From an optimization exercise on the open Yosys and OpenROAD flow, aimed at small area, a short achievable clock period and few clock cycles per item; shortcuts taken in it are not production practice.
RTL that was checked went through simulation tests only; none was proved equivalent to the original.
Function not checked in runs 1 and 2: the RTL went through the layout flow alone.
Power and IR drop assume default switching activity.

$ cat flow/config.mk
export PLATFORM = sky130hd
export DESIGN_NAME = lru_key_value_cache_unit
export DESIGN_NICKNAME = lru_key_value_cache_unit
export VERILOG_FILES = /design/flow/design.v
export SDC_FILE = /design/flow/constraint.sdc
export NUM_CORES = 4
export LEC_CHECK = 0
export ABC_CLOCK_PERIOD_IN_PS = 2500
export CAP_MARGIN = 20
export CORE_MARGIN = 2
export CORE_UTILIZATION = 40
export SETUP_SLACK_MARGIN = 2.5
export SLEW_MARGIN = 20
$ cat flow/constraint.sdc
create_clock -name core_clock -period 5.0 [get_ports {aclk}]
set_input_delay 1.0000 -clock core_clock [delete_from_list [all_inputs] [get_ports {aclk}]]
set_output_delay 1.0000 -clock core_clock [all_outputs]
set_load 0.01 [all_outputs]
$ cat flow/run.sh
#!/bin/bash
# synth_recipe.tcl (not shown) runs the flow's synth.tcl, then flattens the netlist and writes it again
# the make line also repeats each setting of config.mk as NAME=value (left out here)
make -C /OpenROAD-flow-scripts/flow DESIGN_CONFIG=/design/flow/config.mk WORK_HOME=/design/flow/orfs CLKGATE_MAP_FILE= SYNTH_SCRIPT=/design/flow/synth_recipe.tcl finish
$ cat flow/design.v
`default_nettype none
package lkvc_pkg;
    localparam int MAX_ENTRIES = 16;
    localparam int KEY_BITS    = 16;
    localparam int VALUE_BITS  = 32;
    localparam int APB_ADDR_BITS = 2;
    localparam int APB_DATA_BITS = 32;
    localparam int CAP_BITS      = 5;
    localparam logic [CAP_BITS-1:0]      CAP_RESET        = 5'd16;
    localparam logic [APB_ADDR_BITS-1:0] REG_CAPACITY_ADR = 2'd0;
endpackage
`default_nettype wire
`default_nettype none
module lru_key_value_cache_unit #(
    parameter int MAX_ENTRIES = lkvc_pkg::MAX_ENTRIES,
    parameter int KEY_BITS    = lkvc_pkg::KEY_BITS,
    parameter int VALUE_BITS  = lkvc_pkg::VALUE_BITS,
    localparam int TDATA_W    = ((KEY_BITS + VALUE_BITS + 7) / 8) * 8
) (
    input  wire                                  aclk,
    input  wire                                  aresetn,
    input  wire                                  psel,
    input  wire                                  penable,
    input  wire                                  pwrite,
    input  wire  [lkvc_pkg::APB_ADDR_BITS-1:0]   paddr,
    input  wire  [lkvc_pkg::APB_DATA_BITS-1:0]   pwdata,
    output logic [lkvc_pkg::APB_DATA_BITS-1:0]   prdata,
    output logic                                 pready,
    input  wire                                  s_axis_tvalid,
    output logic                                 s_axis_tready,
    input  wire  [TDATA_W-1:0]                   s_axis_tdata,   
    input  wire  [0:0]                           s_axis_tuser,   
    output logic                                 m_axis_tvalid,
    input  wire                                  m_axis_tready,
    output logic [TDATA_W-1:0]                   m_axis_tdata,   
    output logic [1:0]                           m_axis_tuser    
);
    localparam int N = MAX_ENTRIES;
    localparam int CAP_BITS = lkvc_pkg::CAP_BITS;
    logic [CAP_BITS-1:0] cap_reg;
    logic                cfg_wr;
    assign pready = 1'b1;
    assign cfg_wr = psel && penable && pwrite && (paddr == lkvc_pkg::REG_CAPACITY_ADR);
    assign prdata = (paddr == lkvc_pkg::REG_CAPACITY_ADR)
                    ? lkvc_pkg::APB_DATA_BITS'(cap_reg) : '0;
    always_ff @(posedge aclk) begin
        if (!aresetn) begin
            cap_reg <= lkvc_pkg::CAP_RESET;
        end else if (cfg_wr) begin
            cap_reg <= pwdata[CAP_BITS-1:0];
        end
    end
    logic [N-1:0] capm;
    always_comb begin
        capm = '0;
        if (cap_reg == '0) begin
            capm[0] = 1'b1;
        end else if (int'(cap_reg) > N) begin
            capm[N-1] = 1'b1;
        end else begin
            capm[cap_reg - 1'b1] = 1'b1;
        end
    end
    logic                  r_valid;
    logic                  r_op;
    logic [KEY_BITS-1:0]   r_key;
    logic [VALUE_BITS-1:0] r_val;
    logic                  m_valid;
    logic                  m_hit;
    logic                  m_ev;
    logic [VALUE_BITS-1:0] m_val;
    logic [KEY_BITS-1:0]   m_evkey;
    logic stall, fire;
    assign stall         = m_valid && !m_axis_tready;
    assign fire          = r_valid && !stall;
    assign s_axis_tready = !(r_valid && stall);
    logic [KEY_BITS-1:0]   key_q [N];
    logic [VALUE_BITS-1:0] val_q [N];
    logic [N-1:0]          vld_q;
    logic [N-1:0]          pre_q;     
    logic                  full_q;    
    logic [N-1:0]          eq;        
    logic                  hit;
    logic                  grow;      
    logic                  full_keep, full_grow;
    logic [N-1:0]          last;      
    logic [N-1:0]          pm;        
    logic [N-1:0]          en;        
    logic                  put_miss;
    logic                  evict;
    logic [VALUE_BITS-1:0] rd_val;
    logic [KEY_BITS-1:0]   ev_key;    
    logic [N-1:0]          s_eq;      
    logic [N-1:0]          s_pre;     
    logic                  s_eq_r;    
    logic [N-1:0]          drop;      
    logic [N-1:0]          pre_d;
    always_comb begin
        for (int i = 0; i < N; i++) begin
            eq[i] = pre_q[i] && ((i < N - 1) ? !pre_q[(i < N - 1) ? i + 1 : i] : 1'b1);
        end
        hit  = pre_q[0];
        for (int i = 0; i < N; i++) begin
            last[i] = vld_q[i] && ((i < N - 1) ? !vld_q[(i < N - 1) ? i + 1 : i] : 1'b1);
            pm[i]   = full_q ? vld_q[i] : ((i > 0) ? vld_q[(i > 0) ? i - 1 : i] : 1'b1);
        end
        put_miss = r_op && !hit;
        evict    = put_miss && full_q;
        grow     = fire && put_miss && !full_q;
        for (int i = 0; i < N; i++) begin
            en[i] = fire && (pre_q[i] || (put_miss && pm[i]));
        end
        rd_val = '0;
        ev_key = '0;
        for (int i = 0; i < N; i++) begin
            rd_val = rd_val | (eq[i] ? val_q[i] : '0);
            ev_key = ev_key | (last[i] ? key_q[i] : '0);
        end
        s_eq_r = (s_axis_tdata[KEY_BITS-1:0] == r_key);
        for (int i = 0; i < N; i++) begin
            drop[i] = fire && ((hit && eq[i]) || (evict && last[i]));
            s_eq[i] = vld_q[i] && !drop[i] && (s_axis_tdata[KEY_BITS-1:0] == key_q[i]);
        end
        for (int i = N - 1; i >= 0; i--) begin
            s_pre[i] = s_eq[i] || ((i < N - 1) ? s_pre[(i < N - 1) ? i + 1 : i] : 1'b0);
        end
        for (int i = 0; i < N; i++) begin
            if (!en[i]) begin
                pre_d[i] = s_pre[i];
            end else if (i == 0) begin
                pre_d[i] = s_eq_r || s_pre[0];
            end else begin
                pre_d[i] = s_pre[(i > 0) ? i - 1 : i];
            end
        end
    end
    always_ff @(posedge aclk) begin
        if (en[0]) begin
            key_q[0] <= r_key;
            val_q[0] <= r_op ? r_val : rd_val;
        end
        for (int i = 1; i < N; i++) begin
            if (en[i]) begin
                key_q[i] <= key_q[i-1];
                val_q[i] <= val_q[i-1];
            end
        end
    end
    always_ff @(posedge aclk) begin
        if (!aresetn) begin
            vld_q <= '0;
        end else if (grow) begin
            vld_q <= {vld_q[N-2:0], 1'b1};
        end
    end
    always_comb begin
        full_keep = |(capm & vld_q);
        full_grow = |(capm & {vld_q[N-2:0], 1'b1});
    end
    always_ff @(posedge aclk) begin
        if (!aresetn) begin
            full_q <= 1'b0;
        end else begin
            full_q <= grow ? full_grow : full_keep;
        end
    end
    always_ff @(posedge aclk) begin
        if (!aresetn) begin
            r_valid <= 1'b0;
        end else if (s_axis_tready) begin
            r_valid <= s_axis_tvalid;
        end
    end
    always_ff @(posedge aclk) begin
        if (s_axis_tready) begin
            r_op  <= s_axis_tuser[0];
            r_key <= s_axis_tdata[KEY_BITS-1:0];
            r_val <= s_axis_tdata[KEY_BITS +: VALUE_BITS];
            pre_q <= pre_d;
        end
    end
    always_ff @(posedge aclk) begin
        if (!aresetn) begin
            m_valid <= 1'b0;
        end else if (!stall) begin
            m_valid <= r_valid;
        end
    end
    always_ff @(posedge aclk) begin
        if (!stall) begin
            m_hit    <= hit;
            m_ev     <= evict;
            m_val    <= r_op ? {VALUE_BITS{1'b0}} : rd_val;
            m_evkey  <= evict ? ev_key : {KEY_BITS{1'b0}};
        end
    end
    assign m_axis_tvalid = m_valid;
    assign m_axis_tuser  = {m_ev, m_hit};
    assign m_axis_tdata  = TDATA_W'({m_evkey, m_val});
endmodule
`default_nettype wire
==> run notes, run 1 <==
switching share of power 22.3%; Worst Max-Slew Pin Slew 1.14 ns; antenna violations before repair 1; Sequential Area 27000 um^2; drt via density 6.31; fill cell total of the finished layout 7740; Via Count 24300; Largest register FFs 512; endpoints failing hold 0; VDD IR max 248 uV; cell family with most CP delay simple AND/OR/NAND/NOR gates; Net Switching 3.65 mW; Avg Cell Area, Syn 15.6 um^2; final setup fails 0; die height 308 um; Pwr Density 368 nW/um^2; Max Root-Sink Buffers 3; Logic pwr share 4.2%; area leader, netlist edfxtp_1; Post-CTS Hold Fix Bufs 0; total routed wirelength 129000 um; Clock Skews 0.0455 ns; CP required 5.40 ns; CTS Buf Count 96; Post-synth ARST share 0%; internal power 12.7 mW; synthesis-to-finish area growth 19.9%; # placed instances 3614; DIE WIDTH 308 um; Reg with most FFs val_q; setup TNS 0 ns; share of cells above drive strength 1 17.6%; DIE AREA 95000 um^2; RSZ-0062 raised after global routing yes; top cells by area, synth edfxtp_1 (72%), a22oi_1 (4.9%), xnor2_1 (4.5%); kind of critical path in -> reg; DR iter-0 viols 3487; Detailed Place HPWL 75700 um; fmax 380 MHz; CTS tree built; commonest non-fill, non-tap cell in the layout edfxtp_1; Remaining DRCs 0; Core ar. 91700 um^2; area taken by multi-input logic gates 9890 um^2; register clock-pin slew on the reported worst setup and hold paths 0.06 ns; number of flops mapped to enable cells by yosys 883; Antenna diodes 0; Synth Flop Type edfxtp_1; type of origin of the critical path primary input; Max transition margin 23.0%; first-pass GRT wire length 181000 um; cells after synthesis 2368; Starting Density 40.4%; Cell Area, Synth 37000 um^2; Leakage 14.8 nW; cell mode on critical path nand4_1; Synth top area share 71.6%; Clk pwr share 44.4%; Hold WC Path Type reg -> reg; crit path cell chain buf_2 > buf_6 > xnor2_1 > nand4_1 > nor3_1 > nand2_1 > nand4_1 > or2_4 > or4b_1; Period Utilization, post-route 52.7%; Ys Warns 3; CTS root buf clkbuf_16; status finished clean; Tmin final 2.63 ns; antenna viol nets, final 0; first-pass iteration count of the detailed router 8; vias in the first global route 24300; synthesized flop and latch total 907; most frequent cells in the layout edfxtp_1 (883), a22oi_1 (236), xnor2_1 (179); H-Tree Depth 3; synth unique cells 59; total track usage 26.7%; Crit-path slowest cell or4b_1; gpl congestion 0.987; worst skew pair latency 0.70 ns; WL/cell 33.6 um; I/O Buffers 119; Pins Over Slew Limit 0; max incr delay on CP 0.53 ns; final core area utilization 48.5%; critical path fanouts, max 11; num ports 175; worst path arrival time 3.03 ns; Critical Path Sink Type register; Core Rows 111; fin cells 3851; top flop regs val_q: 512 flops, key_q: 256 flops; Seq/Total Area, Yosys 72.9%; fin nets 2679; grt total ovfl 0; CTS sink cnt 907; largest net degree at the start of global routing 51; Max Cap Viol 0; CP bufs+invs 2; Sequential Power Share 51.4%
[area by class of cell]
type / count / share of cell area (%)
Timing Repair Buffer: 272 / 5.98
Clock buffer: 108 / 5.51
Inverter: 39 / 0.366
Multi-Input combinational cell: 1267 / 22.3
Clock inverter: 71 / 1.65
Tap cell: 1186 / 3.34
Timing Repair inverter: 1 / 0.0197
Sequential cell: 907 / 60.9
[cells in the mapped netlist (3+ instances only)]
cell       count
a31oi_1       14
nand4_1       68
o2111a_1       3
and3_1        15
and2_1         9
o2111ai_1     13
nor4_1        23
xnor2_1      191
nand3b_1       5
inv_1         38
buf_2         26
o21ai_0       20
mux2i_1       36
xor2_1        87
buf_1         10
nand3_1       60
or4_1         13
nor2b_1       31
edfxtp_1     883
dfxtp_1       24
nor3_1         8
nand2b_1      16
ha_1           5
a22oi_1      240
buf_4         49
clkbuf_1      95
a22o_1        81
a211o_1        3
a221oi_1      81
nand2_1       53
nor2_1        87
a21oi_1       45
[cell families after synthesis]
logic type | synth area share, %
AOI/OAI and AO/OA | 10.8
xor gates and xnor gates | 6.57
adders and majority gates | 0.169
buffers and inverters | 2.88
DFF | 72.9
muxes | 1.00
other | 0.0203
and+or+nand+nor | 5.70
[power groups by stage]
stage	combinational [mW]	clock [mW]	sequential, mW
after global routing	0.730	7.63	8.40
after floorplan	0.367	0	8.55
after detailed placement	0.653	0	8.56
after global placement	0.654	0	8.56
final	0.693	7.24	8.40
after CTS	0.668	7.34	8.40
[through the flow]
stage          total power [mW]  area, um^2  hold slack, ns  setup WS (ns)
2_1_floorplan              8.92       37400           0.426           1.26
3_3_place_gp               9.21       40100           0.430          0.665
3_5_place_dp               9.21       40100           0.434          0.661
4_1_cts                    16.4       44000           0.408           2.38
5_1_grt                    16.8       44400           0.424           2.35
6_report                   16.3       44400           0.416           2.37
[worst paths after layout]
path | slack (ns) | startpoint | depth (start not counted) | endpoint
worst min register to register | 0.42 | val_q[3][31] | 0 | val_q[4][31]
worst max-delay path | 2.37 | s_axis_tdata[7] | 9 | pre_q[5]
worst min-delay path | 0.42 | val_q[3][31] | 0 | val_q[4][31]
worst max register to register | 2.38 | pre_q[0] | 8 | pre_q[5]
[per-layer routing]
layer | up-vias | track usage [%] | share of wire (%)
met5 | - | 0 | 0.0093
met4 | 2 | 12.3 | 5.3
met3 | 387 | 6.18 | 10
met2 | 1813 | 42.1 | 46
met1 | 12400 | 35.2 | 38
li1 | 9743 | - | -
[timing repair]
item,CTS,global route
gates cloned,3,3
endpoints found under the setup margin,899,114
resized for setup,315,44
pin swaps,20,20
endpoints found under the hold margin,0,0
buffers inserted,36,16
==> run 2, diff against run 1 <==
--- a/flow/config.mk
+++ b/flow/config.mk
@@ -9,5 +9,7 @@
 export CAP_MARGIN = 20
 export CORE_MARGIN = 2
-export CORE_UTILIZATION = 40
+export CORE_UTILIZATION = 55
+export CTS_BUF_LIST = sky130_fd_sc_hd__clkbuf_8
+export CTS_CLUSTER_SIZE = 20
 export SETUP_SLACK_MARGIN = 2.5
 export SLEW_MARGIN = 20
==> run notes, run 2 <==
status finished clean (unchanged); fill cell total of the finished layout 4748 (was 7740); CTS root buf clkbuf_8 (was clkbuf_16); Cell Area, Synth 37000 um^2 (unchanged); largest family of logic cells by synthesized area compound AO/OA/AOI/OAI gates (unchanged); first-pass iteration count of the detailed router 6 (was 8); setup TNS 0 ns (unchanged); Reg with most FFs val_q (unchanged); top flop regs val_q: 512 flops, key_q: 256 flops (unchanged); antenna viol nets, final 0 (unchanged); Seq/Total Area, Yosys 72.9% (unchanged); gpl congestion 1.02 (was 0.987); switching share of power 23.3% (was 22.3%); share of cells above drive strength 1 18.8% (was 17.6%); Tmin final 2.69 ns (was 2.63 ns); Avg Cell Area, Syn 15.6 um^2 (unchanged); Detailed Place HPWL 75300 um (was 75700 um); total routed wirelength 130000 um (was 129000 um); critical path fanouts, max 5 (was 11); Remaining DRCs 0 (unchanged); Worst Reg2Reg Path Length in Cells 9 (was 8); Clock Skews 0.0298 ns (was 0.0455 ns); final core area utilization 65.5% (was 48.5%); Max Root-Sink Buffers 3 (unchanged); cells after synthesis 2368 (unchanged); Synth top area share 71.6% (unchanged); synthesized flop and latch total 907 (unchanged); number of flops mapped to enable cells by yosys 883 (unchanged); Max Cap Viol 0 (unchanged); worst path arrival time 3.23 ns (was 3.03 ns); Crit. path cell count 9 (unchanged); area taken by multi-input logic gates 9800 um^2 (was 9890 um^2); Pwr Density 351 nW/um^2 (was 368 nW/um^2); antenna violations before repair 4 (was 1); cell family with most CP delay simple AND/OR/NAND/NOR gates (unchanged); CP required 5.54 ns (was 5.40 ns); WL/cell 35.5 um (was 33.6 um); fmax 372 MHz (was 380 MHz); Synth Area in XOR/XNOR 6.57% (unchanged); DR iter-0 viols 3355 (was 3487); Max transition margin 27.3% (was 23.0%); count leader, synth edfxtp_1 (unchanged); Leakage 14.8 nW (about the same); crit path cell chain nand3b_4 > inv_6 > buf_4 > a22oi_1 > o2111ai_1 > or4_1 > nand4_1 > or2_4 > or4_4 (was buf_2 > buf_6 > xnor2_1 > nand4_1 > nor3_1 > nand2_1 > nand4_1 > or2_4 > or4b_1); commonest non-fill, non-tap cell in the layout edfxtp_1 (unchanged); Core Rows 95 (was 111); Pins Over Slew Limit 0 (unchanged); Sequential Area 27000 um^2 (about the same); internal power 11.8 mW (was 12.7 mW); Crit-path slowest cell or4_4 (was or4b_1); area leader, netlist edfxtp_1 (unchanged); VDD IR max 235 uV (was 248 uV); final setup fails 0 (unchanged); most frequent cells in the layout edfxtp_1 (883), a22oi_1 (238), xnor2_1 (181) (was edfxtp_1 (883), a22oi_1 (236), xnor2_1 (179)); Via Count 24800 (was 24300); Hold WC Path Type reg -> reg (unchanged); Sequential Power Share 54.6% (was 51.4%); num ports 175 (unchanged); worst skew pair latency 0.82 ns (was 0.70 ns); adder-cell share of the synthesized area 0.169% (unchanged); CTS sink cnt 907 (unchanged); Net Switching 3.58 mW (was 3.65 mW); Clk pwr share 40.8% (was 44.4%); Worst Max-Slew Pin Slew 1.09 ns (was 1.14 ns); kind of critical path reg -> reg (was in -> reg); Critical Path Sink Type register (unchanged); Post-synth ARST share 0% (unchanged); type of origin of the critical path register (was primary input); total track usage 37.4% (was 26.7%); mux contribution to synthesized area 1.00% (unchanged); Period Utilization, post-route 53.8% (was 52.7%); grt total ovfl 0 (unchanged); DIE WIDTH 264 um (was 308 um); Starting Density 55.3% (was 40.4%); minimum hold slack 0.438 ns (was 0.416 ns); Post-Synth Simple-Gate Area 5.70% (unchanged); vias in the first global route 24600 (was 24300); die height 264 um (was 308 um); register clock-pin slew on the reported worst setup and hold paths 0.07 ns (was 0.06 ns); drt via density 6.78 (was 6.31); endpoints failing hold 0 (unchanged); CTS tree built (unchanged); Largest register FFs 512 (unchanged); Logic pwr share 4.5% (was 4.2%); Synth Flop Type edfxtp_1 (unchanged); RSZ-0062 raised after global routing yes (unchanged); hold path depth 0 (unchanged); I/O Buffers 119 (unchanged); CP bufs+invs 2 (unchanged); max incr delay on CP 0.50 ns (was 0.53 ns); synth unique cells 59 (unchanged); DIE AREA 69400 um^2 (was 95000 um^2); largest net degree at the start of global routing 63 (was 51); fin nets 2767 (was 2679); Ys Warns 3 (unchanged); first-pass GRT wire length 182000 um (was 181000 um); CTS Buf Count 151 (was 96); synth cell count leaders edfxtp_1 (883), a22oi_1 (240), xnor2_1 (191) (unchanged); H-Tree Depth 4 (was 3); synthesis-to-finish area growth 18.3% (was 19.9%); Core ar. 66900 um^2 (was 91700 um^2); Compound-Gate Fraction of Synth Area 10.8% (unchanged); top cells by area, synth edfxtp_1 (72%), a22oi_1 (4.9%), xnor2_1 (4.5%) (unchanged)
-- run 2: cell counts after synthesis --
Identical to the previous run, type by type.
-- run 2: logic make-up (layout without fill, tap and decap cells) --
family,Yosys count,after routing
fa+ha+maj,5,5
mux,37,37
flops,907,907
compound gates,520,521
buf+inv,221,609
simple gates,398,400
xor+xnor,278,279
other cells,2,32
-- run 2: path summary, 6_finish.rpt --
check / start / slack, ns / endpoint
worst min-delay path: val_q[11][8] / 0.44 / val_q[12][8]
worst max-delay path: pre_q[0] / 2.31 / pre_q[4]
worst max register to register: pre_q[0] / 2.31 / pre_q[4]
worst min register to register: val_q[11][8] / 0.44 / val_q[12][8]
-- run 2: routing by layer --
| layer | share of wire [%] | track usage (%) | routed length, um |
|---|---|---|---|
| met5 | 0.015 | 0 | 19 |
| met4 | 7.4 | 23.8 | 9620 |
| met3 | 11 | 8.25 | 13700 |
| met2 | 46 | 58.6 | 59900 |
| met1 | 36 | 47.5 | 46700 |
-- run 2: stage by stage --
step	cells	total power, mW	cell area [um^2]	setup slack, ns
detailed placement	3305	9.21	39800	0.717
CTS	3640	15.4	43500	2.32
finish	3663	15.4	43800	2.31
floorplan	2394	8.92	37400	1.26
global placement	3304	9.20	39800	0.785
global route	3661	15.8	43800	2.28
-- run 2: layout make-up --
class | instances | area share (%)
timing repair inverter | 2 | 0.0400
sequential | 907 | 61.7
tap | 873 | 2.49
clock inverter | 107 | 1.38
multi-input combinational | 1270 | 22.4
timing repair buffer | 301 | 6.64
antenna | 4 | 0.0228
clock buffer | 160 | 5.02
inverter | 39 | 0.377
-- run 2: worst register-to-register path: stages (launching register included) --
cell	delay [ns]
edfxtp_1	0.44
nand3b_4	0.28
inv_6	0.14
buf_4	0.14
a22oi_1	0.09
o2111ai_1	0.21
or4_1	0.18
nand4_1	0.16
or2_4	0.29
or4_4	0.50
-- run 2: power by group through the flow --
stage          combinational (mW)  sequential, mW  clock [mW]
6_report                    0.699            8.39        6.28
5_1_grt                     0.725            8.40        6.66
4_1_cts                     0.671            8.39        6.33
3_5_place_dp                0.656            8.55           0
3_3_place_gp                0.653            8.55           0
2_1_floorplan               0.367            8.55           0
-- run 2: timing repair --
item                                    4_1_cts  5_1_grt
gates cloned                                  4        2
buffers inserted                             64       17
resized for setup                           259       46
pin swaps                                    23       15
endpoints found under the setup margin      813       80
hold buffers                                  0        0
==> run 3, diff against run 2 <==
--- a/flow/design.v
+++ b/flow/design.v
@@ -42,6 +42,9 @@
     assign pready = 1'b1;
     assign cfg_wr = psel && penable && pwrite && (paddr == lkvc_pkg::REG_CAPACITY_ADR);
-    assign prdata = (paddr == lkvc_pkg::REG_CAPACITY_ADR)
-                    ? lkvc_pkg::APB_DATA_BITS'(cap_reg) : '0;
+    logic [CAP_BITS-1:0] rdata_q;
+    always_ff @(posedge aclk) begin
+        rdata_q <= (paddr == lkvc_pkg::REG_CAPACITY_ADR) ? cap_reg : '0;
+    end
+    assign prdata = lkvc_pkg::APB_DATA_BITS'(rdata_q);
     always_ff @(posedge aclk) begin
         if (!aresetn) begin
--- a/flow/config.mk
+++ b/flow/config.mk
@@ -9,7 +9,5 @@
 export CAP_MARGIN = 20
 export CORE_MARGIN = 2
-export CORE_UTILIZATION = 55
-export CTS_BUF_LIST = sky130_fd_sc_hd__clkbuf_8
-export CTS_CLUSTER_SIZE = 20
-export SETUP_SLACK_MARGIN = 2.5
+export CORE_UTILIZATION = 40
+export SETUP_SLACK_MARGIN = 2.8
 export SLEW_MARGIN = 20
==> run notes, run 3 <==
synth cell count leaders edfxtp_1 (883), a22oi_1 (221), xnor2_1 (173) (was edfxtp_1 (883), a22oi_1 (240), xnor2_1 (191)); drt via density 6.54 (was 6.78); finished layout cell area 49000 um^2 (was 43800 um^2); critical path fanouts, max 2 (was 5); setup TNS 0 ns (unchanged); Period Utilization, post-route 53.0% (was 53.8%); Post-CTS Hold Fix Bufs 0 (unchanged); Remaining DRCs 0 (unchanged); fin nets 2888 (was 2767); count leader, synth edfxtp_1 (unchanged); synthesis-to-finish area growth 32.4% (was 18.3%); antenna viol nets, final 0 (unchanged); type of origin of the critical path primary input (was register); fin cells 4061 (was 3663); Net Switching 3.79 mW (was 3.58 mW); Hold WC Path Type reg -> reg (unchanged); register clock-pin slew on the reported worst setup and hold paths 0.06 ns (was 0.07 ns); Antenna diodes 0 (was 4); Largest register FFs 512 (unchanged); final setup fails 0 (unchanged); CTS tree built (unchanged); WL/cell 37.7 um (was 35.5 um); Sequential Power Share 50.3% (was 54.6%); largest net degree at the start of global routing 66 (was 63); CTS root buf clkbuf_16 (was clkbuf_8); Max Root-Sink Buffers 3 (unchanged); Max Cap Viol 0 (unchanged); first-pass iteration count of the detailed router 8 (was 6); endpoints failing hold 0 (unchanged); Pwr Density 342 nW/um^2 (was 351 nW/um^2); Leakage 16.9 nW (was 14.8 nW); Avg Cell Area, Syn 15.8 um^2 (was 15.6 um^2); Clk pwr share 45.0% (was 40.8%); number of flops mapped to enable cells by yosys 883 (unchanged); Post-synth ARST share 0% (unchanged); I/O Buffers 119 (unchanged); Synth top area share 71.6% (about the same); internal power 13.0 mW (was 11.8 mW); VDD IR max 361 uV (was 235 uV); commonest non-fill, non-tap cell in the layout edfxtp_1 (unchanged); total track usage 30.8% (was 37.4%); Synth Flop Type edfxtp_1 (unchanged); CTS sink cnt 912 (was 907); die height 308 um (was 264 um); Critical Path Sink Type output port (was register); synth unique cells 54 (was 59); Logic pwr share 4.7% (was 4.5%); synthesized flop and latch total 912 (was 907); antenna violations before repair 3 (was 4); cells after synthesis 2348 (was 2368); Cell Area, Synth 37000 um^2 (about the same); Detailed Place HPWL 76200 um (was 75300 um); kind of critical path in -> out (was reg -> reg); worst path arrival time 1.65 ns (was 3.23 ns); num ports 175 (unchanged); Max transition margin 40.8% (was 27.3%); first-pass GRT wire length 203000 um (was 182000 um); most frequent cells in the layout edfxtp_1 (883), a22oi_1 (217), xnor2_1 (167) (was edfxtp_1 (883), a22oi_1 (238), xnor2_1 (181)); share of cells above drive strength 1 26.3% (was 18.8%); Reg with most FFs val_q (unchanged); Tmin final 2.65 ns (was 2.69 ns); dpl cell area 40200 um^2 (was 39800 um^2); DIE WIDTH 308 um (was 264 um); CTS Buf Count 95 (was 151); switching share of power 22.6% (was 23.3%); worst skew pair latency 0.74 ns (was 0.82 ns); Ys Warns 3 (unchanged); gpl congestion 0.964 (was 1.02); Starting Density 40.4% (was 55.3%); H-Tree Depth 3 (was 4); Pins Over Slew Limit 0 (unchanged); # placed instances 3594 (was 3305); DIE AREA 95000 um^2 (was 69400 um^2); fmax 377 MHz (was 372 MHz); total routed wirelength 153000 um (was 130000 um); top cells by area, synth edfxtp_1 (72%), a22oi_1 (4.5%), xnor2_1 (4.1%) (was edfxtp_1 (72%), a22oi_1 (4.9%), xnor2_1 (4.5%)); Via Count 26600 (was 24800); area leader, netlist edfxtp_1 (unchanged); Worst Max-Slew Pin Slew 0.885 ns (was 1.09 ns); Core Rows 111 (was 95); vias in the first global route 25800 (was 24600); top flop regs val_q: 512 flops, key_q: 256 flops (unchanged); DR iter-0 viols 4716 (was 3355); CP required 4.00 ns (was 5.54 ns); status finished clean (unchanged); Clock Skews 0.0877 ns (was 0.0298 ns); RSZ-0062 raised after global routing yes (unchanged); Seq/Total Area, Yosys 73.2% (was 72.9%); Core ar. 91700 um^2 (was 66900 um^2); grt total ovfl 0 (unchanged)
==> run 3: layout make-up <==
| cell class | count | area (um^2) |
|---|---|---|
| flip-flops and latches | 912 | 27100 |
| inverters | 42 | 166 |
| clock inverters | 64 | 786 |
| fillers | 7264 | 42600 |
| well taps | 1186 | 1480 |
| multi-input cells | 1250 | 10100 |
| repair buffers | 492 | 6910 |
| clock buffers | 115 | 2470 |
==> run 3: path summary, 6_finish.rpt <==
path                 start             to  slack, ns  cells after the start
min reg2reg    val_q[6][2]    val_q[7][2]       0.41                      0
max reg2reg      vld_q[11]       pre_q[1]       2.40                      8
min            val_q[6][2]    val_q[7][2]       0.41                      0
max          m_axis_tready  s_axis_tready       2.35                      4
==> run 3: cells by family after synthesis <==
family                     count (synthesis)  synth area share [%]
and+or+nand+nor                          376                  5.38
other                                      2                0.0203
muxes                                     39                  1.05
adders and majority gates                  5                 0.169
AOI/OAI and AO/OA                        517                  10.9
buffers and inverters                    216                  2.65
xor gates and xnor gates                 281                  6.65
DFF                                      912                  73.2
==> run 3: power groups by stage <==
stage / combinational (mW) / sequential [mW] / clock [mW]
after floorplan: 0.354 / 8.59 / 0
after global placement: 0.661 / 8.60 / 0
after detailed placement: 0.662 / 8.60 / 0
after CTS: 0.744 / 8.44 / 7.53
after global routing: 0.821 / 8.44 / 7.87
final: 0.793 / 8.44 / 7.54
==> run 3: layer usage <==
layer	routed length [um]	global-route usage, %	up-vias
met5	55	0	-
met4	12000	19.5	8
met3	20900	8.84	606
met2	67000	46.4	2493
met1	53100	39.1	13300
li1	-	-	10200
==> run 3: repair_timing <==
| action | CTS | global route |
|---|---|---|
| resized for setup | 634 | 106 |
| setup endpoints to repair | 988 | 883 |
| setup buffers | 141 | 57 |
| pin swaps | 28 | 32 |
| gates cloned | 75 | 15 |
| endpoints found under the hold margin | 0 | 0 |
==> run 3: critical path: stages <==
cell	delay (ns)
buf_6	0.09
and2b_4	0.28
nand2_8	0.11
buf_6	0.17
==> run 3: through the flow <==
stage                     worst slack [ns]  utilization, %  total power, mW  hold WS, ns
after floorplan                       1.46               -             8.94        0.426
after global placement               0.808            43.8             9.26        0.429
after detailed placement             0.800            43.8             9.26        0.432
after CTS                             2.32            52.0             16.7        0.422
after global routing                  2.33            53.5             17.1        0.437
final                                 2.35            53.5             16.8        0.412
Testbench counts of run 3, summed over its fixed seeds: cycles 4,816, items 4,800.
==> run 4, diff against run 3 <==
--- a/flow/config.mk
+++ b/flow/config.mk
@@ -6,8 +6,9 @@
 export NUM_CORES = 4
 export LEC_CHECK = 0
+export ABC_AREA = 1
 export ABC_CLOCK_PERIOD_IN_PS = 2500
 export CAP_MARGIN = 20
 export CORE_MARGIN = 2
 export CORE_UTILIZATION = 40
-export SETUP_SLACK_MARGIN = 2.8
+export SETUP_SLACK_MARGIN = 2.5
 export SLEW_MARGIN = 20
==> run notes, run 4 <==
first-pass iteration count of the detailed router 7 (was 8); vias in the first global route 26400 (was 25800); synthesized flop and latch total 912 (unchanged); fmax 388 MHz (was 377 MHz); Max Cap Viol 0 (unchanged); Post-synth ARST share 0% (unchanged); DIE WIDTH 312 um (was 308 um); final core area utilization 48.4% (was 53.5%); first-pass GRT wire length 187000 um (was 203000 um); WL/cell 29.8 um (was 37.7 um); Via Count 27100 (was 26600); antenna violations before repair 0 (was 3); finished layout cell area 45300 um^2 (was 49000 um^2); drt via density 6.03 (was 6.54); Max Root-Sink Buffers 3 (unchanged); Pwr Density 361 nW/um^2 (was 342 nW/um^2); total track usage 26.9% (was 30.8%); Period Utilization, post-route 51.5% (was 53.0%); critical path fanouts, max 10 (was 2); top cells by area, synth edfxtp_1 (70%), nand2_1 (4.6%), a221oi_1 (3.3%) (was edfxtp_1 (72%), a22oi_1 (4.5%), xnor2_1 (4.1%)); total routed wirelength 134000 um (was 153000 um); Core ar. 93600 um^2 (was 91700 um^2); setup TNS 0 ns (unchanged); Cell Area, Synth 37900 um^2 (was 37000 um^2); grt total ovfl 0 (unchanged); kind of critical path in -> reg (was in -> out); most frequent cells in the layout edfxtp_1 (883), nand2_1 (449), inv_1 (277) (was edfxtp_1 (883), a22oi_1 (217), xnor2_1 (167)); number of flops mapped to enable cells by yosys 883 (unchanged); Synth Flop Type edfxtp_1 (unchanged); status finished clean (unchanged); synth cell count leaders edfxtp_1 (883), nand2_1 (461), inv_1 (299) (was edfxtp_1 (883), a22oi_1 (221), xnor2_1 (173)); Worst Reg2Reg Path Length in Cells 6 (was 8); Starting Density 40.5% (was 40.4%); Ys Warns 3 (unchanged); register clock-pin slew on the reported worst setup and hold paths 0.06 ns (about the same); Hold WC Path Type reg -> reg (unchanged); Worst Max-Slew Pin Slew 1.11 ns (was 0.885 ns); Remaining DRCs 0 (unchanged); antenna viol nets, final 0 (unchanged); final setup fails 0 (unchanged); VDD IR max 344 uV (was 361 uV); H-Tree Depth 3 (unchanged); cells after synthesis 2912 (was 2348); Critical Path Sink Type register (was output port); area leader, netlist edfxtp_1 (unchanged); CTS sink cnt 912 (unchanged); Seq/Total Area, Yosys 71.5% (was 73.2%); synthesis-to-finish area growth 19.5% (was 32.4%); Tmin final 2.58 ns (was 2.65 ns); die height 312 um (was 308 um); synth unique cells 57 (was 54); share of cells above drive strength 1 14.1% (was 26.3%); Leakage 16.0 nW (was 16.9 nW); worst path arrival time 2.98 ns (was 1.65 ns); DR iter-0 viols 3968 (was 4716); CTS Buf Count 97 (was 95); RSZ-0062 raised after global routing yes (unchanged); commonest non-fill, non-tap cell in the layout edfxtp_1 (unchanged); dpl cell area 41100 um^2 (was 40200 um^2); top flop regs val_q: 512 flops, key_q: 256 flops (unchanged); CTS tree built (unchanged); Detailed Place HPWL 83400 um (was 76200 um); CTS root buf clkbuf_16 (unchanged); worst skew pair latency 0.70 ns (was 0.74 ns); fin nets 3255 (was 2888); Largest register FFs 512 (unchanged); Pins Over Slew Limit 0 (unchanged); Avg Cell Area, Syn 13.0 um^2 (was 15.8 um^2); Max transition margin 26.1% (was 40.8%); count leader, synth edfxtp_1 (unchanged); largest net degree at the start of global routing 52 (was 66); hold path depth 0 (unchanged); I/O Buffers 119 (unchanged); endpoints failing hold 0 (unchanged); gpl congestion 0.998 (was 0.964); Clock Skews 0.0517 ns (was 0.0877 ns); Antenna diodes 0 (unchanged); Post-CTS Hold Fix Bufs 0 (unchanged); DIE AREA 97200 um^2 (was 95000 um^2); Core Rows 112 (was 111); CP required 5.40 ns (was 4.00 ns); type of origin of the critical path primary input (unchanged); num ports 175 (unchanged); Reg with most FFs val_q (unchanged); Synth top area share 70.0% (was 71.6%)
==> run 4: cell count changes in the layout (fill, tap and decap cells not counted), moves of 83 or more <==
| cell | change |
|---|---|
| a22oi_1 | -211 |
| o22ai_1 | +83 |
| o21ai_0 | +84 |
| xnor2_1 | -134 |
| nor2_1 | +99 |
| nand2_1 | +418 |
| inv_1 | +239 |
==> run 4: metal layers <==
layer / vias to the layer above / track usage, % / share of wire, %
met1: 13500 / 35.9 / 38
met4: 0 / 13.3 / 5.9
met3: 432 / 6.04 / 12
met5: - / 0 / 0
li1: 11300 / - / -
met2: 1941 / 41.6 / 44
==> run 4: final timing paths <==
kind / start / endpoint / slack (ns)
worst max-delay path: s_axis_tdata[15] / pre_q[0] / 2.42
worst max register to register: vld_q[13] / m_evkey[0] / 2.44
worst min register to register: val_q[11][19] / val_q[12][19] / 0.43
worst min-delay path: val_q[11][19] / val_q[12][19] / 0.43
==> run 4: cell type report <==
type / count / area [um^2]
Clock buffer: 108 / 2470
Clock inverter: 70 / 658
Fill cell: 8326 / 48300
Inverter: 321 / 1390
Multi-Input combinational cell: 1556 / 9430
Sequential cell: 912 / 27100
Tap cell: 1254 / 1570
Timing Repair Buffer: 269 / 2670
Timing Repair inverter: 3 / 18.8
==> run 4: stage by stage <==
stage	instances	power (mW)	hold WS, ns	setup slack (ns)
3_3_place_gp	4244	9.23	0.428	0.885
6_report	4493	16.3	0.433	2.42
2_1_floorplan	2938	8.93	0.426	2.03
5_1_grt	4493	16.7	0.445	2.32
3_5_place_dp	4244	9.24	0.432	0.884
4_1_cts	4488	16.4	0.432	2.41
==> run 4: cells by family (layout without fill, tap and decap cells) <==
group	Yosys count	count (layout)	share of synthesized area, %
AOI/OAI and AO/OA	597	597	11.5
xor gates and xnor gates	83	83	1.94
adders and majority gates	5	5	0.165
buffers and inverters	474	771	5.25
DFF	912	912	71.5
other	2	28	0.0198
and+or+nand+nor	839	843	9.65
==> run 4: report_power, final <==
| part | internal (mW) | leakage [nW] | switching [mW] |
|---|---|---|---|
| registers | 8.38 | 8.46 | 0.0537 |
| logic | 0.249 | 5.99 | 0.460 |
| clock network | 4.04 | 1.54 | 3.15 |
| total | 12.7 | 16.0 | 3.66 |
==> run 4: critical path, stage by stage <==
cell and delay [ns]:
buf_2 0.28, inv_6 0.12, buf_4 0.19, or2_2 0.28
nand4_1 0.08, nor3_1 0.05, nand2_1 0.06, nor2_1 0.04
nand4_1 0.23, nand4_4 0.15, nor2_4 0.15, nand4_4 0.11
nor2_4 0.14, nand3_1 0.08
==> run 4: what timing repair did <==
action	CTS	global route
pin swaps	15	6
cloned	10	0
hold endpoints to repair	0	0
resized for setup	231	37
setup buffers	56	5
setup endpoints to repair	849	169
==> run 5, diff against run 4 <==
--- a/flow/config.mk
+++ b/flow/config.mk
@@ -6,5 +6,4 @@
 export NUM_CORES = 4
 export LEC_CHECK = 0
-export ABC_AREA = 1
 export ABC_CLOCK_PERIOD_IN_PS = 2500
 export CAP_MARGIN = 20
==> run notes, run 5 <==
synthesis-to-finish area growth 20.2% (was 19.5%); Clock Skews 0.0662 ns (was 0.0517 ns); hold path depth 0 (unchanged); Sequential Area 27100 um^2 (about the same); WL/cell 34.1 um (was 29.8 um); total routed wirelength 131000 um (was 134000 um); Clk pwr share 44.8% (was 44.0%); min-delay src val_q[3][18] (was val_q[11][19]); Hold WC Path Type reg -> reg (unchanged); Starting Density 40.4% (was 40.5%); gpl congestion 0.964 (was 0.998); RSZ-0062 raised after global routing yes (unchanged); DIE AREA 95000 um^2 (was 97200 um^2); r2r startpoint pre_q[6] (was vld_q[13]); Avg Cell Area, Syn 15.8 um^2 (was 13.0 um^2); DR iter-0 viols 3800 (was 3968); Post-synth ARST share 0% (unchanged); synth unique cells 54 (was 57); Sequential Power Share 50.9% (was 51.6%); DIE WIDTH 308 um (was 312 um); count leader, synth edfxtp_1 (unchanged); Pins Over Slew Limit 0 (unchanged); die height 308 um (was 312 um); setup TNS 0 ns (unchanged); synth cell count leaders edfxtp_1 (883), a22oi_1 (221), xnor2_1 (173) (was edfxtp_1 (883), nand2_1 (461), inv_1 (299)); CTS tree built (unchanged); Max Root-Sink Buffers 3 (unchanged); first-pass GRT wire length 182000 um (was 187000 um); endpoints failing hold 0 (unchanged); worst path arrival time 1.65 ns (was 2.98 ns); Max transition margin 17.8% (was 26.1%); Critical Path Start m_axis_tready (was s_axis_tdata[15]); first-pass iteration count of the detailed router 6 (was 7); final core area utilization 48.5% (was 48.4%); Core Rows 111 (was 112); Ys Warns 3 (unchanged); largest net degree at the start of global routing 66 (was 52); max incr delay on CP 0.28 ns (about the same); Worst Max-Slew Pin Slew 1.23 ns (was 1.11 ns); number of flops mapped to enable cells by yosys 883 (unchanged); H-Tree Depth 3 (unchanged); Crit-path slowest cell and2b_4 (was buf_2); Post-CTS Hold Fix Bufs 0 (unchanged); Cell Area, Synth 37000 um^2 (was 37900 um^2); Tmin final 2.65 ns (was 2.58 ns); crit path cell chain buf_6 > and2b_4 > nand2_8 > buf_6 (was buf_2 > inv_6 > buf_4 > or2_2 > nand4_1 > nor3_1 > nand2_1 > nor2_1 > nand4_1 > nand4_4 > nor2_4 > nand4_4 > nor2_4 > nand3_1); type of origin of the critical path primary input (unchanged); Critical Path Sink Type output port (was register); Remaining DRCs 0 (unchanged); fill cell total of the finished layout 7819 (was 8326); kind of critical path in -> out (was in -> reg); vias in the first global route 24100 (was 26400); antenna viol nets, final 0 (unchanged); antenna violations before repair 3 (was 0); Via Count 24100 (was 27100); Synth Flop Type edfxtp_1 (unchanged); commonest non-fill, non-tap cell in the layout edfxtp_1 (unchanged); drt via density 6.28 (was 6.03); Pwr Density 372 nW/um^2 (was 361 nW/um^2); critical path fanouts, max 2 (was 10); cell mode on critical path buf_6; CTS sink cnt 912 (unchanged); share of cells above drive strength 1 15.6% (was 14.1%); cells after synthesis 2348 (was 2912); Period Utilization, post-route 53.0% (was 51.5%); Worst Reg2Reg Path Length in Cells 6 (unchanged); I/O Buffers 119 (unchanged); internal power 12.9 mW (was 12.7 mW); Max Cap Viol 0 (unchanged); Net Switching 3.63 mW (was 3.66 mW); CTS root buf clkbuf_16 (unchanged); area leader, netlist edfxtp_1 (unchanged); Seq/Total Area, Yosys 73.2% (was 71.5%); grt total ovfl 0 (unchanged); fmax 377 MHz (was 388 MHz); Largest register FFs 512 (unchanged); total track usage 27.2% (was 26.9%); Reg with most FFs val_q (unchanged); worst skew pair latency 0.71 ns (was 0.70 ns); CTS Buf Count 95 (was 97); top cells by area, synth edfxtp_1 (72%), a22oi_1 (4.5%), xnor2_1 (4.1%) (was edfxtp_1 (70%), nand2_1 (4.6%), a221oi_1 (3.3%)); switching share of power 21.9% (was 22.4%); synthesized flop and latch total 912 (unchanged); Leakage 14.9 nW (was 16.0 nW); Synth top area share 71.6% (was 70.0%); most frequent cells in the layout edfxtp_1 (883), a22oi_1 (221), xnor2_1 (167) (was edfxtp_1 (883), nand2_1 (449), inv_1 (277)); area taken by multi-input logic gates 9820 um^2 (was 9430 um^2); VDD IR max 329 uV (was 344 uV); Logic pwr share 4.2% (was 4.3%); Core ar. 91700 um^2 (was 93600 um^2); final setup fails 0 (unchanged); CP required 4.00 ns (was 5.40 ns); fin nets 2659 (was 3255); status finished clean (unchanged); top flop regs val_q: 512 flops, key_q: 256 flops (unchanged); register clock-pin slew on the reported worst setup and hold paths 0.06 ns (about the same); num ports 175 (unchanged); Detailed Place HPWL 76200 um (was 83400 um)
-- run 5: cell types whose count changed in the layout (fill, tap and decap cells not counted), sizes merged, moves of 41 or more --
cell | before | now
a22oi | 6 | 222
inv | 307 | 43
xnor2 | 33 | 173
a22o | 134 | 93
a221oi | 141 | 90
nor2 | 179 | 74
nand2 | 462 | 49
o22ai | 90 | 4
o21ai | 117 | 18
xor2 | 50 | 108
-- run 5: final cells by class --
| type | instances | area share (%) |
|---|---|---|
| diodes | 1 | 0.00562 |
| clock buffers | 115 | 5.56 |
| clock inverters | 64 | 1.77 |
| inverters | 42 | 0.374 |
| multi-input cells | 1250 | 22.1 |
| flip-flops and latches | 912 | 60.9 |
| well taps | 1186 | 3.33 |
| repair buffers | 263 | 5.99 |
-- run 5: through the flow --
step | total power, mW | area (um^2) | cells | setup WS [ns] | hold WS, ns
2_1_floorplan | 8.94 | 37400 | 2374 | 1.46 | 0.426
6_report | 16.6 | 44500 | 3833 | 2.35 | 0.421
5_1_grt | 17.0 | 44500 | 3832 | 2.32 | 0.440
3_3_place_gp | 9.26 | 40100 | 3592 | 0.808 | 0.429
4_1_cts | 16.7 | 44200 | 3820 | 2.31 | 0.422
3_5_place_dp | 9.26 | 40200 | 3594 | 0.800 | 0.432
-- run 5: cells by family (layout without fill, tap and decap cells) --
group,Yosys count,after routing,synth area share (%)
mux,39,39,1.05
flops,912,912,73.2
fa+ha+maj,5,5,0.169
simple gates,376,380,5.38
buf+inv,216,484,2.65
other cells,2,29,0.0203
xor+xnor,281,281,6.65
compound gates,517,517,10.9
-- run 5: worst paths after layout --
path	slack [ns]	to
worst max-delay path	2.35	s_axis_tready
worst min-delay path	0.42	val_q[4][18]
worst max register to register	2.48	m_val[22]
worst min register to register	0.42	val_q[4][18]
-- run 5: timing repair --
action,CTS,global route
resized for setup,228,50
buffers inserted,41,10
endpoints found under the setup margin,850,187
gates cloned,6,2
pin swaps,23,9
-- run 5: routing by layer --
layer | share of wire (%) | global-route usage, % | vias up
li1 | - | - | 9687
met1 | 38 | 36.0 | 12300
met2 | 46 | 42.6 | 1765
met3 | 11 | 5.61 | 355
met4 | 5.2 | 13.5 | 6
met5 | 0.031 | 0 | -
-- run 5: critical path, delay by kind of cell --
kind,cells,cell delay (ns)
buf+inv,2,0.26
simple gates,2,0.38
-- run 5: power by group through the flow --
| stage | combinational [mW] | sequential [mW] | clock (mW) |
|---|---|---|---|
| 6_report | 0.698 | 8.44 | 7.43 |
| 5_1_grt | 0.733 | 8.44 | 7.81 |
| 4_1_cts | 0.688 | 8.44 | 7.53 |
| 3_3_place_gp | 0.661 | 8.60 | 0 |
| 3_5_place_dp | 0.662 | 8.60 | 0 |
| 2_1_floorplan | 0.354 | 8.59 | 0 |
==> run 6, diff against run 5 <==
--- a/flow/config.mk
+++ b/flow/config.mk
@@ -9,5 +9,5 @@
 export CAP_MARGIN = 20
 export CORE_MARGIN = 2
-export CORE_UTILIZATION = 40
+export CORE_UTILIZATION = 50
 export SETUP_SLACK_MARGIN = 2.5
 export SLEW_MARGIN = 20
==> run notes, run 6 <==
status finished clean (unchanged); top cells by area, synth edfxtp_1 (72%), a22oi_1 (4.5%), xnor2_1 (4.1%) (unchanged); share of cells above drive strength 1 17.3% (was 15.6%); DIE AREA 76200 um^2 (was 95000 um^2); Synth Flop Type edfxtp_1 (unchanged); area taken by multi-input logic gates 9900 um^2 (was 9820 um^2); register clock-pin slew on the reported worst setup and hold paths 0.06 ns (about the same); synthesized flop and latch total 912 (unchanged); cell mode on critical path buf_6 (unchanged); critical path fanouts, max 2 (unchanged); cells after synthesis 2348 (unchanged); number of flops mapped to enable cells by yosys 883 (unchanged); GR Layer Usage met2 48.6% (was 42.6%); count leader, synth edfxtp_1 (unchanged); synthesis-to-finish area growth 20.8% (was 20.2%); Post-CTS Hold Fix Bufs 0 (unchanged); first-pass iteration count of the detailed router 17 (was 6); setup slack after layout 2.34 ns (was 2.35 ns); WL/cell 36.1 um (was 34.1 um); Post-Place Setup Slack 0.700 ns (was 0.800 ns); total routed wirelength 132000 um (was 131000 um); drt via density 6.74 (was 6.28); Avg Cell Area, Syn 15.8 um^2 (unchanged); Core Rows 99 (was 111); Reg with most FFs val_q (unchanged); CTS sink cnt 912 (unchanged); gpl congestion 1.02 (was 0.964); dpl cell area 40000 um^2 (was 40200 um^2); final setup fails 0 (unchanged); finished layout cell area 44700 um^2 (was 44500 um^2); fill cell total of the finished layout 5510 (was 7819); Max Root-Sink Buffers 3 (unchanged); Cell Area, Synth 37000 um^2 (unchanged); Max transition margin 24.8% (was 17.8%); Starting Density 50.6% (was 40.4%); Critical Path Sink Type output port (unchanged); Leakage 15.2 nW (was 14.9 nW); die height 276 um (was 308 um); grt total ovfl 0 (unchanged); largest family of logic cells by synthesized area compound AO/OA/AOI/OAI gates (unchanged); Period Utilization, post-route 53.2% (was 53.0%); vias in the first global route 23700 (was 24100); worst skew pair latency 0.66 ns (was 0.71 ns); Max Cap Viol 0 (unchanged); crit path cell chain buf_6 > and2b_2 > nand2_8 > buf_6 (was buf_6 > and2b_4 > nand2_8 > buf_6); Sequential Area 27100 um^2 (about the same); M3 GR Usage 10.6% (was 5.61%); fmax 376 MHz (was 377 MHz); worst path arrival time 1.66 ns (was 1.65 ns); setup TNS 0 ns (unchanged); H-Tree Depth 3 (unchanged); Antenna diodes 0 (was 1); synth cell count leaders edfxtp_1 (883), a22oi_1 (221), xnor2_1 (173) (unchanged); endpoints failing hold 0 (unchanged); met1 Use GR 48.4% (was 36.0%); area leader, netlist edfxtp_1 (unchanged); mux contribution to synthesized area 1.05% (unchanged); Largest register FFs 512 (unchanged); kind of critical path in -> out (unchanged); VDD IR max 267 uV (was 329 uV); Ys Warns 3 (unchanged); Synth Area in XOR/XNOR 6.65% (unchanged); Detailed Place HPWL 76800 um (was 76200 um); antenna viol nets, final 0 (unchanged); Worst Max-Slew Pin Slew 1.12 ns (was 1.23 ns); commonest non-fill, non-tap cell in the layout edfxtp_1 (unchanged); Synth top area share 71.6% (unchanged); num ports 175 (unchanged); Core ar. 73100 um^2 (was 91700 um^2); Hold WC Path Type reg -> reg (unchanged); most frequent cells in the layout edfxtp_1 (883), a22oi_1 (221), xnor2_1 (164) (was edfxtp_1 (883), a22oi_1 (221), xnor2_1 (167)); Tmin final 2.66 ns (was 2.65 ns); max incr delay on CP 0.27 ns (was 0.28 ns); Post-Synth Simple-Gate Area 5.38% (unchanged); first-pass GRT wire length 182000 um (about the same); adder-cell share of the synthesized area 0.169% (unchanged); total track usage 33.6% (was 27.2%); CTS tree built (unchanged); I/O Buffers 119 (unchanged); CTS root buf clkbuf_16 (unchanged); Clock Skews 0.0267 ns (was 0.0662 ns); top flop regs val_q: 512 flops, key_q: 256 flops (unchanged); CP required 4.00 ns (about the same); largest net degree at the start of global routing 51 (was 66); RSZ-0062 raised after global routing yes (unchanged); Pwr Density 352 nW/um^2 (was 372 nW/um^2); DR iter-0 viols 3807 (was 3800); Crit-path slowest cell and2b_2 (was and2b_4); fin nets 2722 (was 2659); Total Power 15.7 mW (was 16.6 mW); type of origin of the critical path primary input (unchanged); Seq/Total Area, Yosys 73.2% (unchanged); Pins Over Slew Limit 0 (unchanged); DIE WIDTH 276 um (was 308 um); GRT busiest layer met2 (unchanged); Remaining DRCs 0 (unchanged); Compound-Gate Fraction of Synth Area 10.9% (unchanged); Post-synth ARST share 0% (unchanged); synth unique cells 54 (unchanged); antenna violations before repair 5 (was 3); Via Count 24600 (was 24100); CTS Buf Count 94 (was 95)
[run 6: cell counts after synthesis]
No cell type changed its count.
[run 6: cell type report]
cell class / count / share of cell area (%)
sequential: 912 / 60.6
multi-input combinational: 1250 / 22.1
timing repair buffer: 327 / 7.95
clock buffer: 118 / 5.46
tap: 959 / 2.68
clock inverter: 42 / 0.761
inverter: 42 / 0.386
[run 6: power by group]
part	switching [mW]	internal, mW	total (mW)
Combinational	0.447	0.272	0.719
Sequential	0.0550	8.38	8.44
Clock	2.96	3.61	6.57
[run 6: per-stage QoR]
stage	instances	utilization (%)	hold WS (ns)
finish	3650	61.2	0.439
floorplan	2374	-	0.426
global placement	3381	54.7	0.429
detailed placement	3383	54.8	0.435
global route	3650	61.2	0.450
CTS	3616	60.3	0.435
[run 6: timing repair]
item                                    CTS  global route
setup buffers                            65            23
pin swaps                                37            14
cloned                                    8            11
endpoints found under the setup margin  922           384
resized for setup                       233            65
[run 6: worst max-delay path, delay by kind of cell]
family | cells | cell delay (ns)
simple gates | 2 | 0.38
buf+inv | 2 | 0.27
[run 6: worst paths after layout]
| kind | endpoint | slack [ns] | from | depth (start not counted) |
|---|---|---|---|---|
| worst min-delay path | val_q[1][30] | 0.44 | val_q[0][30] | 0 |
| worst min register to register | val_q[1][30] | 0.44 | val_q[0][30] | 0 |
| worst max register to register | pre_q[4] | 2.35 | vld_q[7] | 8 |
| worst max-delay path | s_axis_tready | 2.34 | m_axis_tready | 4 |
[run 6: cells by family (layout without fill, tap and decap cells)]
family,Yosys count,count (layout)
DFF,912,912
AOI/OAI and AO/OA,517,517
and+or+nand+nor,376,380
xor gates and xnor gates,281,281
buffers and inverters,216,529
muxes,39,39
adders and majority gates,5,5
other,2,28
[run 6: metal layers]
layer | part of all wire, % | vias up | wire length [um]
met3 | 14 | 315 | 18600
met5 | 0.016 | - | 21
met2 | 43 | 2019 | 56800
met1 | 39 | 12400 | 51600
met4 | 3.7 | 4 | 4880
li1 | - | 9824 | -
==> run 7, diff against run 6 <==
--- a/flow/design.v
+++ b/flow/design.v
@@ -54,15 +54,4 @@
         end
     end
-    logic [N-1:0] capm;
-    always_comb begin
-        capm = '0;
-        if (cap_reg == '0) begin
-            capm[0] = 1'b1;
-        end else if (int'(cap_reg) > N) begin
-            capm[N-1] = 1'b1;
-        end else begin
-            capm[cap_reg - 1'b1] = 1'b1;
-        end
-    end
     logic                  r_valid;
     logic                  r_op;
@@ -89,4 +78,5 @@
     logic [N-1:0]          last;      
     logic [N-1:0]          pm;        
+    logic [N-1:0]          upd;       
     logic [N-1:0]          en;        
     logic                  put_miss;
@@ -112,5 +102,6 @@
         grow     = fire && put_miss && !full_q;
         for (int i = 0; i < N; i++) begin
-            en[i] = fire && (pre_q[i] || (put_miss && pm[i]));
+            upd[i] = pre_q[i] || (put_miss && pm[i]);
+            en[i]  = fire && upd[i];
         end
         rd_val = '0;
@@ -122,5 +113,5 @@
         s_eq_r = (s_axis_tdata[KEY_BITS-1:0] == r_key);
         for (int i = 0; i < N; i++) begin
-            drop[i] = fire && ((hit && eq[i]) || (evict && last[i]));
+            drop[i] = r_valid && ((hit && eq[i]) || (evict && last[i]));
             s_eq[i] = vld_q[i] && !drop[i] && (s_axis_tdata[KEY_BITS-1:0] == key_q[i]);
         end
@@ -129,5 +120,5 @@
         end
         for (int i = 0; i < N; i++) begin
-            if (!en[i]) begin
+            if (!(r_valid && upd[i])) begin
                 pre_d[i] = s_pre[i];
             end else if (i == 0) begin
@@ -157,7 +148,20 @@
         end
     end
+    logic [2**CAP_BITS-1:0] n_ge_keep, n_ge_grow;
     always_comb begin
-        full_keep = |(capm & vld_q);
-        full_grow = |(capm & {vld_q[N-2:0], 1'b1});
+        for (int c = 0; c < 2**CAP_BITS; c++) begin
+            if (c == 0) begin
+                n_ge_keep[c] = vld_q[0];
+                n_ge_grow[c] = 1'b1;
+            end else if (c <= N) begin
+                n_ge_keep[c] = vld_q[(c <= N) ? c - 1 : 0];
+                n_ge_grow[c] = (c == 1) ? 1'b1 : vld_q[(c <= N && c >= 2) ? c - 2 : 0];
+            end else begin
+                n_ge_keep[c] = vld_q[N-1];
+                n_ge_grow[c] = vld_q[N-2];
+            end
+        end
+        full_keep = n_ge_keep[cap_reg];
+        full_grow = n_ge_grow[cap_reg];
     end
     always_ff @(posedge aclk) begin
--- a/flow/config.mk
+++ b/flow/config.mk
@@ -9,5 +9,5 @@
 export CAP_MARGIN = 20
 export CORE_MARGIN = 2
-export CORE_UTILIZATION = 50
-export SETUP_SLACK_MARGIN = 2.5
+export CORE_UTILIZATION = 40
+export SETUP_SLACK_MARGIN = 2.65
 export SLEW_MARGIN = 20
==> run notes, run 7 <==
met3 WL 17600 um (was 18600 um); Ys Warns 3 (unchanged); antenna viol nets, final 0 (unchanged); worst path arrival time 1.60 ns (was 1.66 ns); gpl congestion 1.01 (was 1.02); Critical Path Sink Type output port (unchanged); met2 wire len 56700 um (was 56800 um); highest metal layer with signal wires met5 (unchanged); M1 WL 50700 um (was 51600 um); Pins Over Slew Limit 0 (unchanged); synth unique cells 52 (was 54); mux contribution to synthesized area 1.58% (was 1.05%); die height 307 um (was 276 um); final setup fails 0 (unchanged); critical path fanouts, max 2 (unchanged); CP required 4.00 ns (about the same); Starting Density 40.3% (was 50.6%); synthesis-to-finish area growth 21.7% (was 20.8%); dpl cell area 39900 um^2 (was 40000 um^2); CTS root buf clkbuf_16 (unchanged); most frequent cells in the layout edfxtp_1 (883), a22oi_1 (246), xor2_1 (203) (was edfxtp_1 (883), a22oi_1 (221), xnor2_1 (164)); synthesized flop and latch total 912 (unchanged); Post-Synth Simple-Gate Area 5.27% (was 5.38%); top cells by area, synth edfxtp_1 (72%), xor2_1 (5.1%), a22oi_1 (5.0%) (was edfxtp_1 (72%), a22oi_1 (4.5%), xnor2_1 (4.1%)); worst skew pair latency 0.69 ns (was 0.66 ns); Period Utilization, post-route 51.9% (was 53.2%); DIE WIDTH 307 um (was 276 um); Detailed Place HPWL 74100 um (was 76800 um); Compound-Gate Fraction of Synth Area 10.4% (was 10.9%); top flop regs val_q: 512 flops, key_q: 256 flops (unchanged); register clock-pin slew on the reported worst setup and hold paths 0.06 ns (about the same); Hold WC Path Type reg -> reg (unchanged); first-pass GRT wire length 180000 um (was 182000 um); total routed wirelength 131000 um (was 132000 um); DIE AREA 94400 um^2 (was 76200 um^2); Largest register FFs 512 (unchanged); VDD IR max 264 uV (was 267 uV); fmax 385 MHz (was 376 MHz); setup slack after layout 2.40 ns (was 2.34 ns); Via Count 24500 (was 24600); Remaining DRCs 0 (unchanged); CTS tree built (unchanged); WL/cell 34.2 um (was 36.1 um); cells after synthesis 2297 (was 2348); Post-synth ARST share 0% (unchanged); Pwr Density 358 nW/um^2 (was 352 nW/um^2); fill cell total of the finished layout 7590 (was 5510); Reg with most FFs val_q (unchanged); I/O Buffers 119 (unchanged); total track usage 26.6% (was 33.6%); area taken by multi-input logic gates 9790 um^2 (was 9900 um^2); Core ar. 91400 um^2 (was 73100 um^2); Sequential Area 27100 um^2 (about the same); Seq/Total Area, Yosys 73.6% (was 73.2%); setup TNS 0 ns (unchanged); vias in the first global route 23800 (was 23700); Core Rows 111 (was 99); commonest non-fill, non-tap cell in the layout edfxtp_1 (unchanged); adder-cell share of the synthesized area 0% (was 0.169%); first-pass iteration count of the detailed router 6 (was 17); fin nets 2638 (was 2722); Tmin final 2.60 ns (was 2.66 ns); DR iter-0 viols 4160 (was 3807); largest net degree at the start of global routing 50 (was 51); Post-Place Setup Slack 1.02 ns (was 0.700 ns); largest family of logic cells by synthesized area compound AO/OA/AOI/OAI gates (unchanged); count leader, synth edfxtp_1 (unchanged); Avg Cell Area, Syn 16.0 um^2 (was 15.8 um^2); drt via density 6.42 (was 6.74); share of cells above drive strength 1 19.2% (was 17.3%); RSZ-0062 raised after global routing yes (unchanged); finished layout cell area 44800 um^2 (was 44700 um^2); CTS Buf Count 96 (was 94); Max transition margin 27.7% (was 24.8%); Max Root-Sink Buffers 3 (unchanged); status finished clean (unchanged); Clock Skews 0.0503 ns (was 0.0267 ns); Leakage 14.9 nW (was 15.2 nW); Synth top area share 72.1% (was 71.6%); Cell Area, Synth 36800 um^2 (was 37000 um^2); number of flops mapped to enable cells by yosys 883 (unchanged); Max Cap Viol 0 (unchanged); endpoints failing hold 0 (unchanged); Synth Area in XOR/XNOR 6.47% (was 6.65%); num ports 175 (unchanged); CTS sink cnt 912 (unchanged); H-Tree Depth 3 (unchanged); area leader, netlist edfxtp_1 (unchanged); Synth Flop Type edfxtp_1 (unchanged); kind of critical path in -> out (unchanged); grt total ovfl 0 (unchanged); synth cell count leaders edfxtp_1 (883), a22oi_1 (246), xor2_1 (216) (was edfxtp_1 (883), a22oi_1 (221), xnor2_1 (173)); Worst Max-Slew Pin Slew 1.08 ns (was 1.12 ns); antenna violations before repair 6 (was 5); type of origin of the critical path primary input (unchanged)
==> run 7: cell count changes after synthesis, moves of 18 or more <==
cell / delta
xnor2_1: -117
xor2_1: +108
nand2_1: -28
a22oi_1: +25
nand3_1: -23
clkbuf_1: +21
a21oi_1: -18
nor4_1: +18
==> run 7: area by class of cell <==
class	instances	area share, %
tap	1186	3.31
inverter	40	0.402
clock buffer	123	5.59
timing repair buffer	303	7.13
timing repair inverter	2	0.0615
multi-input combinational	1193	21.9
clock inverter	58	1.06
sequential	912	60.6
antenna	3	0.0168
==> run 7: cells by family (layout without fill, tap and decap cells) <==
family / after synthesis / after routing
AOI/OAI and AO/OA: 477 / 477
xor gates and xnor gates: 272 / 272
buffers and inverters: 221 / 526
DFF: 912 / 912
muxes: 54 / 54
other: 2 / 31
and+or+nand+nor: 359 / 362
==> run 7: per-layer routing <==
metal | vias up | track usage [%]
li1 | 9581 | -
met1 | 12400 | 37.8
met2 | 2208 | 39.1
met3 | 356 | 6.54
met4 | 6 | 11.2
met5 | - | 0
==> run 7: path summary, 6_finish.rpt <==
kind            startpoint            end  slack (ns)  cells after the start
max reg2reg       pre_q[0]   val_q[8][27]        2.55                      9
min          val_q[12][12]  val_q[13][12]        0.45                      0
min reg2reg  val_q[12][12]  val_q[13][12]        0.45                      0
max          m_axis_tready  s_axis_tready        2.40                      4
==> run 7: per-stage QoR <==
step | power [mW] | utilization, % | hold WS (ns) | std cells
2_1_floorplan | 8.92 | - | 0.426 | 2323
4_1_cts | 16.0 | 48.2 | 0.447 | 3787
3_3_place_gp | 9.23 | 43.7 | 0.428 | 3541
3_5_place_dp | 9.23 | 43.7 | 0.433 | 3541
6_report | 16.0 | 49.0 | 0.449 | 3820
5_1_grt | 16.4 | 49.0 | 0.456 | 3818
==> run 7: critical path, stage by stage <==
cell and delay, ns:
buf_6 0.09, nor2b_4 0.18, nand2_4 0.15, buf_6 0.16
==> run 7: what timing repair did <==
action | CTS | global route
buffers inserted | 60 | 22
hold buffers | 0 | 0
gates cloned | 5 | 8
resized for setup | 294 | 122
pin swaps | 23 | 31
setup endpoints to repair | 905 | 312
==> run 7: power by group <==
part,switching (mW),leakage (nW),internal (mW)
clock,3.09,1.44,3.78
sequential,0.0524,8.46,8.38
combinational,0.452,5.03,0.270
Testbench counts of run 7, summed over its fixed seeds: cycles 4,816, items 4,800.

-- port drivers added, routing unchanged --
In the flow no input, the clock included, has a driving cell. The finished layouts below were timed again as built, in two steps. Step 1, drivers: a clkbuf_16 drives aclk and a buf_2 each remaining input, both assumed. Step 2 times the ports against the registers' clock, not the clock port: input delays grow and output delays shrink by t, the midpoint of the rising clock arrivals with the driver on. a / b / c = ideal ports / drivers / drivers and shift; a / b = the first two.
run | t, ns | setup WS [ns] | worst hold slack (ns) | worst setup path at the end | latest minus earliest clock arrival (ns)
run 1 | 0.745 | 2.367 / 2.338 / 1.667 | 0.416 / 0.416 / 0.416 | input to register | 0.045 / 0.046
run 2 | 0.864 | 2.310 / 2.310 / 1.529 | 0.438 / 0.438 / 0.438 | input to register | 0.030 / 0.030
run 3 | 0.766 | 2.349 / 2.314 / 1.643 | 0.412 / 0.412 / 0.412 | input to register | 0.088 / 0.088
run 4 | 0.750 | 2.424 / 2.428 / 1.721 | 0.433 / 0.433 / 0.433 | input to register | 0.053 / 0.053
run 5 | 0.740 | 2.348 / 2.313 / 1.783 | 0.421 / 0.421 / 0.421 | input to register | 0.066 / 0.067
run 6 | 0.714 | 2.338 / 2.302 / 1.645 | 0.439 / 0.439 / 0.439 | input to register | 0.027 / 0.027
run 7 | 0.728 | 2.403 / 2.369 / 1.917 | 0.449 / 0.449 / 0.449 | input to register | 0.051 / 0.051
After both steps setup and hold are still met in every run listed. For run 2, which loses most, drivers alone change the setup slack by 0.000 ns; drivers and shift together by -0.781 ns.
